What follows belongs to an exercise in optimizing a design on an open flow for a short achievable clock period and few clock cycles per item; a production flow would make more cautious choices. Function was checked by simulation only, so behaviour that the tests miss may differ from the original. No activity file was given, so power comes from the tool's default toggle rates.

==> amber <==
// mips_core
module mips_core #(
    parameter mips_pkg::word_t RESET_PC = '0
) (
    input  logic                clock,
    input  logic                rst_n,
    output mips_pkg::word_t     imem_addr,
    input  mips_pkg::word_t     imem_data,
    output mips_pkg::word_t     dmem_addr,
    output mips_pkg::word_t     dmem_write_data,
    output logic                dmem_read,
    output logic                dmem_write,
    input  mips_pkg::word_t     dmem_read_data,
    output logic                wb_write,
    output mips_pkg::reg_addr_t wb_reg,
    output mips_pkg::word_t     wb_data
);
    logic rst_q;
    always_ff @(posedge clock) rst_q <= rst_n;
    logic stall;                                     
    logic redirect;                                  
    logic                d_wr, d_lw, d_sw, d_br, d_bne, d_same, d_pred, d_use_imm;
    logic                d_rs_zero, d_rt_zero;       
  ...
Settings: LEC_CHECK=0, ABC_CLOCK_PERIOD_IN_PS=2500, CAP_MARGIN=20, CORE_MARGIN=2, CORE_UTILIZATION=55, PLACE_DENSITY=0.7, SETUP_SLACK_MARGIN=4.0, SLEW_MARGIN=20, TNS_END_PERCENT=100; clock period 7.0 ns.
run.sh (not shown) runs the stock make flow with config.mk's settings and CLKGATE_MAP_FILE= SYNTH_SCRIPT=/design/flow/synth_recipe.tcl, a recipe that flattens the netlist after the stock synthesis.
==> inputs of indigo, as changes to amber <==
--- a/flow/design.v
+++ b/flow/design.v
@@ -152,48 +152,39 @@
     logic [13:0]         d_hi, d_hi_inc, d_hi_dec;   
     logic [1:0]          d_pcb;
     logic                d_fe_rs, d_fm_rs, d_fw_rs, d_fw2_rs, d_fs_rs;
     logic                d_fe_rt, d_fm_rt, d_fw_rt, d_fw2_rt, d_fs_rt;
     logic                e_wr, e_lw, e_sw, e_chk, e_bne, e_pred;
     logic                e_ldst;                     
     logic                e_add, e_sub, e_and, e_or, e_slt, e_cin, e_fix;
     mips_pkg::reg_addr_t e_dest;
-    logic [15:0]         e_a_lo, e_a_h0, e_a_h1, e_b_lo, e_b_h0, e_b_h1;
-    logic                e_a_c, e_b_c;
-    logic                e_a_cn, e_b_cn;             
     mips_pkg::word_t     e_a, e_b, e_st, e_alt, e_pc4, e_tgt;
     mips_pkg::word_t     sum, logic_res, res;      
-    logic [16:0]         s_lo, s_h0, s_h1;           
     logic                lt;
     logic                m_wr, m_lw, m_sw;
     mips_pkg::reg_addr_t m_dest;
     mips_pkg::word_t     m_res, m_addr, m_st;
     logic                w_wr, w2_wr;
     mips_pkg::reg_addr_t w_reg, w2_reg;
     mips_pkg::word_t     w_data, w2_data;
     mips_pkg::word_t pc, pc4, d_target;
     logic            d_taken;
-    mips_pkg::word_t     pc_n, wb_data_n;
+    mips_pkg::word_t     wb_data_n;
     mips_pkg::reg_addr_t wb_reg_n;
     logic                wb_write_n, dmem_read_n;
-    assign imem_addr = ~pc_n;
+    assign imem_addr = pc;
     assign pc4       = mips_pkg::add32(pc, 32'd4, 1'b0);
     logic d_cross, d_jump;                           
     assign d_jump = d_taken && !d_cross;
     always_ff @(posedge clock) begin
         if (!rst_q)         pc <= RESET_PC;
         else if (redirect)  pc <= e_alt;
         else if (!stall)    pc <= {pc4[31:12], d_jump ? d_target[11:0] : pc4[11:0]};
     end
-    always_ff @(posedge clock) begin
-        if (!rst_q)         pc_n <= ~RESET_PC;
-        else if (redirect)  pc_n <= ~e_alt;
-        else if (!stall)    pc_n <= ~{pc4[31:12], d_jump ? d_target[11:0] : pc4[11:0]};
-    end
     logic [5:0]          f_op, f_fn;
     mips_pkg::reg_addr_t f_rs, f_rt, f_rd, f_dest;
     logic                f_rtype_ok, f_imm_alu, f_lw, f_sw, f_br;
     logic                f_use_rs, f_use_rt, f_wr, f_use_imm, f_sext;
     logic                f_add, f_sub, f_and, f_or, f_slt, f_inv;
     assign f_op = imem_data[31:26];
     assign f_rs = imem_data[25:21];
     assign f_rt = imem_data[20:16];
@@ -276,39 +267,22 @@
     assign eq_sw  = d_rs_snap == w_data;
     assign eq_sw2 = d_rs_snap == w2_data;
     assign eq_st  = d_rs_snap == d_rt_snap;
     assign br_eq  = (d_fm_rs  && (d_fm_rt || (d_fw_rt && eq_mw) || (d_fw2_rt && eq_mw2) || (d_fs_rt && eq_mt)))
                  || (d_fw_rs  && ((d_fm_rt && eq_mw) || d_fw_rt || (d_fw2_rt && eq_ww2) || (d_fs_rt && eq_wt)))
                  || (d_fw2_rs && ((d_fm_rt && eq_mw2) || (d_fw_rt && eq_ww2) || d_fw2_rt || (d_fs_rt && eq_w2t)))
                  || (d_fs_rs  && ((d_fm_rt && eq_sm) || (d_fw_rt && eq_sw) || (d_fw2_rt && eq_sw2) || (d_fs_rt && eq_st)));
     logic zk, ex_zero;
-    logic [15:0]     zx_lo;
-    logic [3:0]      zh_add, zh_and;                 
-    logic [1:0]      zh_a, zh_b;
+    mips_pkg::word_t zx;
     logic pe;                                        
     assign zk      = ((d_fe_rs && d_rt_zero) || (d_fe_rt && d_rs_zero)) && !e_lw && !e_slt;
-    function automatic logic hi_sum_zero(input logic [15:0] a, input logic [15:0] b,
-                                         input logic c);
-        hi_sum_zero = ((a ^ b) ^ {a[14:0] | b[14:0], c}) == 16'd0;
-    endfunction
-    assign zx_lo     = (e_a_lo ^ e_b_lo) ^ {e_a_lo[14:0] | e_b_lo[14:0], e_cin};
-    assign zh_add[0] = hi_sum_zero(e_a_h0, e_b_h0, e_a_lo[15] | e_b_lo[15]);
-    assign zh_add[1] = hi_sum_zero(e_a_h1, e_b_h0, e_a_lo[15] | e_b_lo[15]);
-    assign zh_add[2] = hi_sum_zero(e_a_h0, e_b_h1, e_a_lo[15] | e_b_lo[15]);
-    assign zh_add[3] = hi_sum_zero(e_a_h1, e_b_h1, e_a_lo[15] | e_b_lo[15]);
-    assign zh_and[0] = (e_a_h0 & e_b_h0) == 16'd0;
-    assign zh_and[1] = (e_a_h1 & e_b_h0) == 16'd0;
-    assign zh_and[2] = (e_a_h0 & e_b_h1) == 16'd0;
-    assign zh_and[3] = (e_a_h1 & e_b_h1) == 16'd0;
-    assign zh_a      = {e_a_h1 == 16'd0, e_a_h0 == 16'd0};
-    assign zh_b      = {e_b_h1 == 16'd0, e_b_h0 == 16'd0};
-    assign ex_zero = ((e_add || e_sub) && zx_lo == 16'd0 && zh_add[{e_b_c, e_a_c}])
-                  || (e_and && (e_a_lo & e_b_lo) == 16'd0 && zh_and[{e_b_c, e_a_c}])
-                  || (e_or && e_a_lo == 16'd0 && e_b_lo == 16'd0 && zh_a[e_a_c] && zh_b[e_b_c]);
+    assign zx      = (e_a ^ e_b) ^ {e_a[30:0] | e_b[30:0], e_cin};   
+    assign ex_zero = ((e_add || e_sub) && zx == '0)
+                  || (e_and && (e_a & e_b) == '0) || (e_or && (e_a | e_b) == '0);
     assign pe      = d_pred && !d_cross;
     assign d_taken = d_br && (d_same ? d_pred : zk ? (ex_zero != d_bne)
                                      : needpred ? pe : (br_eq != d_bne));
     always_ff @(posedge clock) begin
         if (!rst_q || redirect) begin                
             d_wr     <= 1'b0;
             d_lw     <= 1'b0;
             d_sw     <= 1'b0;
@@ -404,58 +378,31 @@
         e_or   <= d_or;
         e_slt  <= d_slt;
         e_bne  <= d_bne;
         e_pred <= pe;
         e_cin  <= d_inv;
         e_pc4  <= pc4;
         e_tgt  <= d_target;
         e_ldst <= d_fe_rt && e_lw;
-        {e_a_c, e_a_h1, e_a_h0, e_a_lo} <= fwd_split(d_fe_rs, rv_rs, 1'b0);
-        e_a_cn <= !(d_fe_rs && (e_add || e_sub) && s_lo[16]);
-        e_b_cn <= !(d_fe_rt && !d_use_imm && (e_add || e_sub) && s_lo[16]);
-        {e_b_c, e_b_h1, e_b_h0, e_b_lo} <= fwd_split(d_fe_rt && !d_use_imm,
-                                                     d_use_imm ? d_imm : rv_rt, d_inv);
+        e_a    <= fwd_pick(d_fe_rs, rv_rs);
+        e_b    <= {32{d_inv}} ^ fwd_pick(d_fe_rt && !d_use_imm, d_use_imm ? d_imm : rv_rt);
         e_st   <= fwd_pick(d_fe_rt, rv_rt);
     end
-    assign e_a  = {e_a_cn ? e_a_h0[15:8] : e_a_h1[15:8], e_a_c ? e_a_h1[7:0] : e_a_h0[7:0], e_a_lo};
-    assign e_b  = {e_b_cn ? e_b_h0[15:8] : e_b_h1[15:8], e_b_c ? e_b_h1[7:0] : e_b_h0[7:0],
-                   e_b_lo};                          
-    assign s_lo = mips_pkg::add16(e_a_lo, e_b_lo, e_cin);
-    assign s_h0 = mips_pkg::add16(e_a[31:16], e_b[31:16], 1'b0);
-    assign s_h1 = mips_pkg::add16(e_a[31:16], e_b[31:16], 1'b1);
-    assign sum  = {s_lo[16] ? s_h1[15:0] : s_h0[15:0], s_lo[15:0]};
-    assign lt   = (e_a[31] == e_b[31]) ? e_a[31]
-                : !(s_lo[16] ? mips_pkg::carry15(e_a[31:16], e_b[31:16], 1'b1)
-                             : mips_pkg::carry15(e_a[31:16], e_b[31:16], 1'b0));
+    assign sum  = mips_pkg::add32(e_a, e_b, e_cin);    
+    assign lt   = (e_a[31] == e_b[31]) ? e_a[31] : !mips_pkg::carry31(e_a, e_b, e_cin);
     assign logic_res = ({32{e_and}} & (e_a & e_b)) | ({32{e_or}} & (e_a | e_b))
                      | {31'd0, e_slt & lt};
     assign res       = ({32{e_add || e_sub}} & sum) | logic_res;
     function automatic mips_pkg::word_t fwd_pick(input logic fwd, input mips_pkg::word_t v);
         fwd_pick = ({32{fwd && (e_add || e_sub)}} & sum)
                  | ({32{fwd && !e_add && !e_sub}} & logic_res) | ({32{!fwd}} & v);
     endfunction
-    function automatic logic [48:0] fwd_split(input logic fwd, input mips_pkg::word_t v,
-                                              input logic inv);
-        logic [15:0] lo, h0, h1;
-        logic        c;
-        lo = ({16{fwd && (e_add || e_sub)}} & s_lo[15:0])
-           | ({16{fwd && !e_add && !e_sub}} & logic_res[15:0]) | ({16{!fwd}} & v[15:0]);
-        h0 = ({16{fwd && (e_add || e_sub)}} & s_h0[15:0])
-           | ({16{fwd && !e_add && !e_sub}} & logic_res[31:16]) | ({16{!fwd}} & v[31:16]);
-        h1 = ({16{fwd && (e_add || e_sub)}} & s_h1[15:0])
-           | ({16{fwd && !e_add && !e_sub}} & logic_res[31:16]) | ({16{!fwd}} & v[31:16]);
-        c  = fwd && (e_add || e_sub) && s_lo[16];
-        fwd_split = {c, h1 ^ {16{inv}}, h0 ^ {16{inv}}, lo ^ {16{inv}}};
-    endfunction
     assign e_alt    = e_pred ? e_pc4 : e_tgt;        
-    logic br_ok;
-    assign br_ok    = e_a_lo == e_st[15:0]
-                   && (e_a_c ? e_a_h1 == e_st[31:16] : e_a_h0 == e_st[31:16]);
-    assign redirect = e_fix || (e_chk && ((br_ok != e_bne) != e_pred));
+    assign redirect = e_fix || (e_chk && (((e_a == e_st) != e_bne) != e_pred));
     always_ff @(posedge clock) begin
         if (!rst_n) begin
             m_wr <= 1'b0;
             m_lw <= 1'b0;
             dmem_read_n <= 1'b1;
             m_sw <= 1'b0;
         end else begin
             m_wr <= e_wr;
CORE_UTILIZATION = 40   (was 55)
PLACE_DENSITY = unset   (was 0.7)
==> inputs of onyx, as changes to amber <==
--- a/flow/design.v
+++ b/flow/design.v
@@ -137,18 +137,19 @@
     output logic                wb_write,
     output mips_pkg::reg_addr_t wb_reg,
     output mips_pkg::word_t     wb_data
 );
     logic rst_q;
     always_ff @(posedge clock) rst_q <= rst_n;
     logic stall;                                     
     logic redirect;                                  
+    logic wrong;                                     
+    mips_pkg::word_t r_alt;
     logic                d_wr, d_lw, d_sw, d_br, d_bne, d_same, d_pred, d_use_imm;
-    logic                d_rs_zero, d_rt_zero;       
     logic                d_add, d_sub, d_and, d_or, d_slt, d_inv;
     mips_pkg::reg_addr_t d_dest;
     mips_pkg::word_t     d_imm, d_rs_snap, d_rt_snap;
     logic [7:0]          d_pcw;                      
     logic [8:0]          d_tlo;                      
     logic [13:0]         d_hi, d_hi_inc, d_hi_dec;   
     logic [1:0]          d_pcb;
     logic                d_fe_rs, d_fm_rs, d_fw_rs, d_fw2_rs, d_fs_rs;
@@ -167,33 +168,28 @@
     logic                m_wr, m_lw, m_sw;
     mips_pkg::reg_addr_t m_dest;
     mips_pkg::word_t     m_res, m_addr, m_st;
     logic                w_wr, w2_wr;
     mips_pkg::reg_addr_t w_reg, w2_reg;
     mips_pkg::word_t     w_data, w2_data;
     mips_pkg::word_t pc, pc4, d_target;
     logic            d_taken;
-    mips_pkg::word_t     pc_n, wb_data_n;
+    mips_pkg::word_t     wb_data_n;
     mips_pkg::reg_addr_t wb_reg_n;
     logic                wb_write_n, dmem_read_n;
-    assign imem_addr = ~pc_n;
+    assign imem_addr = pc;
     assign pc4       = mips_pkg::add32(pc, 32'd4, 1'b0);
     logic d_cross, d_jump;                           
     assign d_jump = d_taken && !d_cross;
     always_ff @(posedge clock) begin
         if (!rst_q)         pc <= RESET_PC;
-        else if (redirect)  pc <= e_alt;
+        else if (redirect)  pc <= r_alt;
         else if (!stall)    pc <= {pc4[31:12], d_jump ? d_target[11:0] : pc4[11:0]};
     end
-    always_ff @(posedge clock) begin
-        if (!rst_q)         pc_n <= ~RESET_PC;
-        else if (redirect)  pc_n <= ~e_alt;
-        else if (!stall)    pc_n <= ~{pc4[31:12], d_jump ? d_target[11:0] : pc4[11:0]};
-    end
     logic [5:0]          f_op, f_fn;
     mips_pkg::reg_addr_t f_rs, f_rt, f_rd, f_dest;
     logic                f_rtype_ok, f_imm_alu, f_lw, f_sw, f_br;
     logic                f_use_rs, f_use_rt, f_wr, f_use_imm, f_sext;
     logic                f_add, f_sub, f_and, f_or, f_slt, f_inv;
     assign f_op = imem_data[31:26];
     assign f_rs = imem_data[25:21];
     assign f_rt = imem_data[20:16];
@@ -275,43 +271,19 @@
     assign eq_sm  = d_rs_snap == m_res;
     assign eq_sw  = d_rs_snap == w_data;
     assign eq_sw2 = d_rs_snap == w2_data;
     assign eq_st  = d_rs_snap == d_rt_snap;
     assign br_eq  = (d_fm_rs  && (d_fm_rt || (d_fw_rt && eq_mw) || (d_fw2_rt && eq_mw2) || (d_fs_rt && eq_mt)))
                  || (d_fw_rs  && ((d_fm_rt && eq_mw) || d_fw_rt || (d_fw2_rt && eq_ww2) || (d_fs_rt && eq_wt)))
                  || (d_fw2_rs && ((d_fm_rt && eq_mw2) || (d_fw_rt && eq_ww2) || d_fw2_rt || (d_fs_rt && eq_w2t)))
                  || (d_fs_rs  && ((d_fm_rt && eq_sm) || (d_fw_rt && eq_sw) || (d_fw2_rt && eq_sw2) || (d_fs_rt && eq_st)));
-    logic zk, ex_zero;
-    logic [15:0]     zx_lo;
-    logic [3:0]      zh_add, zh_and;                 
-    logic [1:0]      zh_a, zh_b;
     logic pe;                                        
-    assign zk      = ((d_fe_rs && d_rt_zero) || (d_fe_rt && d_rs_zero)) && !e_lw && !e_slt;
-    function automatic logic hi_sum_zero(input logic [15:0] a, input logic [15:0] b,
-                                         input logic c);
-        hi_sum_zero = ((a ^ b) ^ {a[14:0] | b[14:0], c}) == 16'd0;
-    endfunction
-    assign zx_lo     = (e_a_lo ^ e_b_lo) ^ {e_a_lo[14:0] | e_b_lo[14:0], e_cin};
-    assign zh_add[0] = hi_sum_zero(e_a_h0, e_b_h0, e_a_lo[15] | e_b_lo[15]);
-    assign zh_add[1] = hi_sum_zero(e_a_h1, e_b_h0, e_a_lo[15] | e_b_lo[15]);
-    assign zh_add[2] = hi_sum_zero(e_a_h0, e_b_h1, e_a_lo[15] | e_b_lo[15]);
-    assign zh_add[3] = hi_sum_zero(e_a_h1, e_b_h1, e_a_lo[15] | e_b_lo[15]);
-    assign zh_and[0] = (e_a_h0 & e_b_h0) == 16'd0;
-    assign zh_and[1] = (e_a_h1 & e_b_h0) == 16'd0;
-    assign zh_and[2] = (e_a_h0 & e_b_h1) == 16'd0;
-    assign zh_and[3] = (e_a_h1 & e_b_h1) == 16'd0;
-    assign zh_a      = {e_a_h1 == 16'd0, e_a_h0 == 16'd0};
-    assign zh_b      = {e_b_h1 == 16'd0, e_b_h0 == 16'd0};
-    assign ex_zero = ((e_add || e_sub) && zx_lo == 16'd0 && zh_add[{e_b_c, e_a_c}])
-                  || (e_and && (e_a_lo & e_b_lo) == 16'd0 && zh_and[{e_b_c, e_a_c}])
-                  || (e_or && e_a_lo == 16'd0 && e_b_lo == 16'd0 && zh_a[e_a_c] && zh_b[e_b_c]);
     assign pe      = d_pred && !d_cross;
-    assign d_taken = d_br && (d_same ? d_pred : zk ? (ex_zero != d_bne)
-                                     : needpred ? pe : (br_eq != d_bne));
+    assign d_taken = d_br && (d_same ? d_pred : needpred ? pe : (br_eq != d_bne));
     always_ff @(posedge clock) begin
         if (!rst_q || redirect) begin                
             d_wr     <= 1'b0;
             d_lw     <= 1'b0;
             d_sw     <= 1'b0;
             d_br     <= 1'b0;
             d_fe_rs  <= 1'b0;
             d_fm_rs  <= 1'b0;
@@ -352,19 +324,17 @@
         end
     end
     always_ff @(posedge clock) begin
         if (!stall) begin
             d_dest    <= f_dest;
             d_use_imm <= f_use_imm;
             d_bne     <= f_op[0];
             d_same    <= f_rs == f_rt;
-            d_rs_zero <= f_rs == 5'd0;
             d_cross   <= f_cross;
-            d_rt_zero <= f_rt == 5'd0;
             d_pred    <= (f_rs == f_rt) ? !f_op[0] : f_op[0];
             d_add     <= f_add;
             d_sub     <= f_sub;
             d_and     <= f_and;
             d_or      <= f_or;
             d_slt     <= f_slt;
             d_inv     <= f_inv;
             d_imm     <= {{16{f_sext & imem_data[15]}}, imem_data[15:0]};
@@ -377,27 +347,27 @@
             d_rs_snap <= f_rs_val;
             d_rt_snap <= f_rt_val;
         end else begin
             d_rs_snap <= rv_rs;
             d_rt_snap <= rv_rt;
         end
     end
     always_ff @(posedge clock) begin
-        if (!rst_q || stall) begin
+        if (!rst_q || stall || redirect) begin       
             e_wr  <= 1'b0;
             e_lw  <= 1'b0;
             e_sw  <= 1'b0;
             e_chk <= 1'b0;
             e_fix <= 1'b0;
         end else begin
             e_wr  <= d_wr;
             e_lw  <= d_lw;
             e_sw  <= d_sw;
-            e_chk <= d_br && !d_same && needpred && !zk;
+            e_chk <= d_br && !d_same && needpred;
             e_fix <= d_taken && d_cross;
         end
     end
     always_ff @(posedge clock) begin
         e_dest <= d_dest;
         e_add  <= d_add;
         e_sub  <= d_sub;
         e_and  <= d_and;
@@ -445,17 +415,22 @@
            | ({16{fwd && !e_add && !e_sub}} & logic_res[31:16]) | ({16{!fwd}} & v[31:16]);
         c  = fwd && (e_add || e_sub) && s_lo[16];
         fwd_split = {c, h1 ^ {16{inv}}, h0 ^ {16{inv}}, lo ^ {16{inv}}};
     endfunction
     assign e_alt    = e_pred ? e_pc4 : e_tgt;        
     logic br_ok;
     assign br_ok    = e_a_lo == e_st[15:0]
                    && (e_a_c ? e_a_h1 == e_st[31:16] : e_a_h0 == e_st[31:16]);
-    assign redirect = e_fix || (e_chk && ((br_ok != e_bne) != e_pred));
+    assign wrong    = e_fix || (e_chk && ((br_ok != e_bne) != e_pred));
+    always_ff @(posedge clock) begin
+        if (!rst_q) redirect <= 1'b0;
+        else        redirect <= wrong;
+        r_alt <= e_alt;
+    end
     always_ff @(posedge clock) begin
         if (!rst_n) begin
             m_wr <= 1'b0;
             m_lw <= 1'b0;
             dmem_read_n <= 1'b1;
             m_sw <= 1'b0;
         end else begin
             m_wr <= e_wr;
CORE_UTILIZATION = 40   (was 55)
PLACE_DENSITY = unset   (was 0.7)
==> notes <==
Total power, lowest first: indigo, onyx, amber.
The lowest synthesized cell count belongs to indigo, the highest to amber.
Worst hold slack is about the same in onyx and indigo.
Register-to-register slack: onyx is higher than amber (0.42 ns).
Die area, highest first: onyx, indigo, amber.
The highest setup slack belongs to onyx, the lowest to amber.
The highest non-clock buffer count belongs to onyx, the lowest to indigo.
Fmax, highest first: onyx, indigo, amber.
==> figures <==
|  | amber | indigo | onyx |
|---|---|---|---|
| Status | complete, no violations | complete, no violations | complete, no violations |
| Met3 capacity usage during global routing | 8.05% | 5.31% | 5.41% |
| Clock network share of area | 6.05% | 6.34% | 6.27% |
| Post-synthesis compound-gate area fraction | 6.71% | 5.97% | 8.24% |
| Tcrit/Tclk final | 52.0% | 49.4% | 46.1% |
| Skew-Pair Late Insertion Delay | 0.83 ns | 0.85 ns | 0.87 ns |
| Worst rel slew slack | 18.4% | 9.92% | 20.6% |
| Share of power burned in combinational logic | 13.6% | 13.1% | 12.3% |
| Flip-flop and latch area | 44400 sq um | 42900 sq um | 44400 sq um |
| Worst-case hold slack | 0.347 ns | 0.339 ns | 0.339 ns |
| Sequential fraction of the synthesis area | 53.9% | 56.6% | 56.3% |
| Net Count, Synth | 6245 | 5333 | 5974 |
| Design internal power | 17.4 mW | 16.9 mW | 17.3 mW |
| Non-CTS buffers | 472 | 455 | 521 |
| Total vias in the final route | 55300 | 48800 | 53900 |
| Total number of multi-input combinational cells | 3458 | 2910 | 3392 |
| Global routing usage summed across all routing layers | 36.2% | 26.6% | 27.5% |
| Die area | 152000 sq um | 192000 sq um | 199000 sq um |
Testbench counts of amber, summed over its fixed seeds: cycles 44,083, instrs 43,169.
Testbench counts of indigo, summed over its fixed seeds: cycles 44,083, instrs 43,169.
Testbench counts of onyx, summed over its fixed seeds: cycles 44,930, instrs 43,169.

==> what the ideal ports hide <==
The results above use ideal ports. As a check the final layouts listed here were re-extracted and re-timed, cells and wires unchanged.
Step 1 (the two cells are an assumption about what drives the block):
set clk [get_ports {clock}]
set_driving_cell -lib_cell sky130_fd_sc_hd__clkbuf_16 $clk
set_driving_cell -lib_cell sky130_fd_sc_hd__buf_2 [delete_from_list [all_inputs] $clk]
Step 2 moves the port delays by t, midway between the first and last clock arrival at a register: inputs arrive t later, outputs are due t later. That takes back most of the time a late clock gives input paths.
Slacks: ideal / step 1 / step 2; pairs: ideal / step 1.
| run | t, ns | slack for setup (ns) | clock arrival spread, ns | pins driven straight from the clock port |
|---|---|---|---|---|
| amber | 0.887 | 3.358 / 3.358 / 2.913 | 0.058 / 0.057 | 1 |
| indigo | 0.907 | 3.540 / 3.540 / 2.955 | 0.059 / 0.059 | 1 |
| onyx | 0.927 | 3.774 / 3.774 / 3.040 | 0.056 / 0.056 | 1 |
After both steps every run listed still meets setup and hold. For onyx, which loses most, drivers alone change the setup slack by 0.000 ns; drivers and shift together by -0.734 ns.
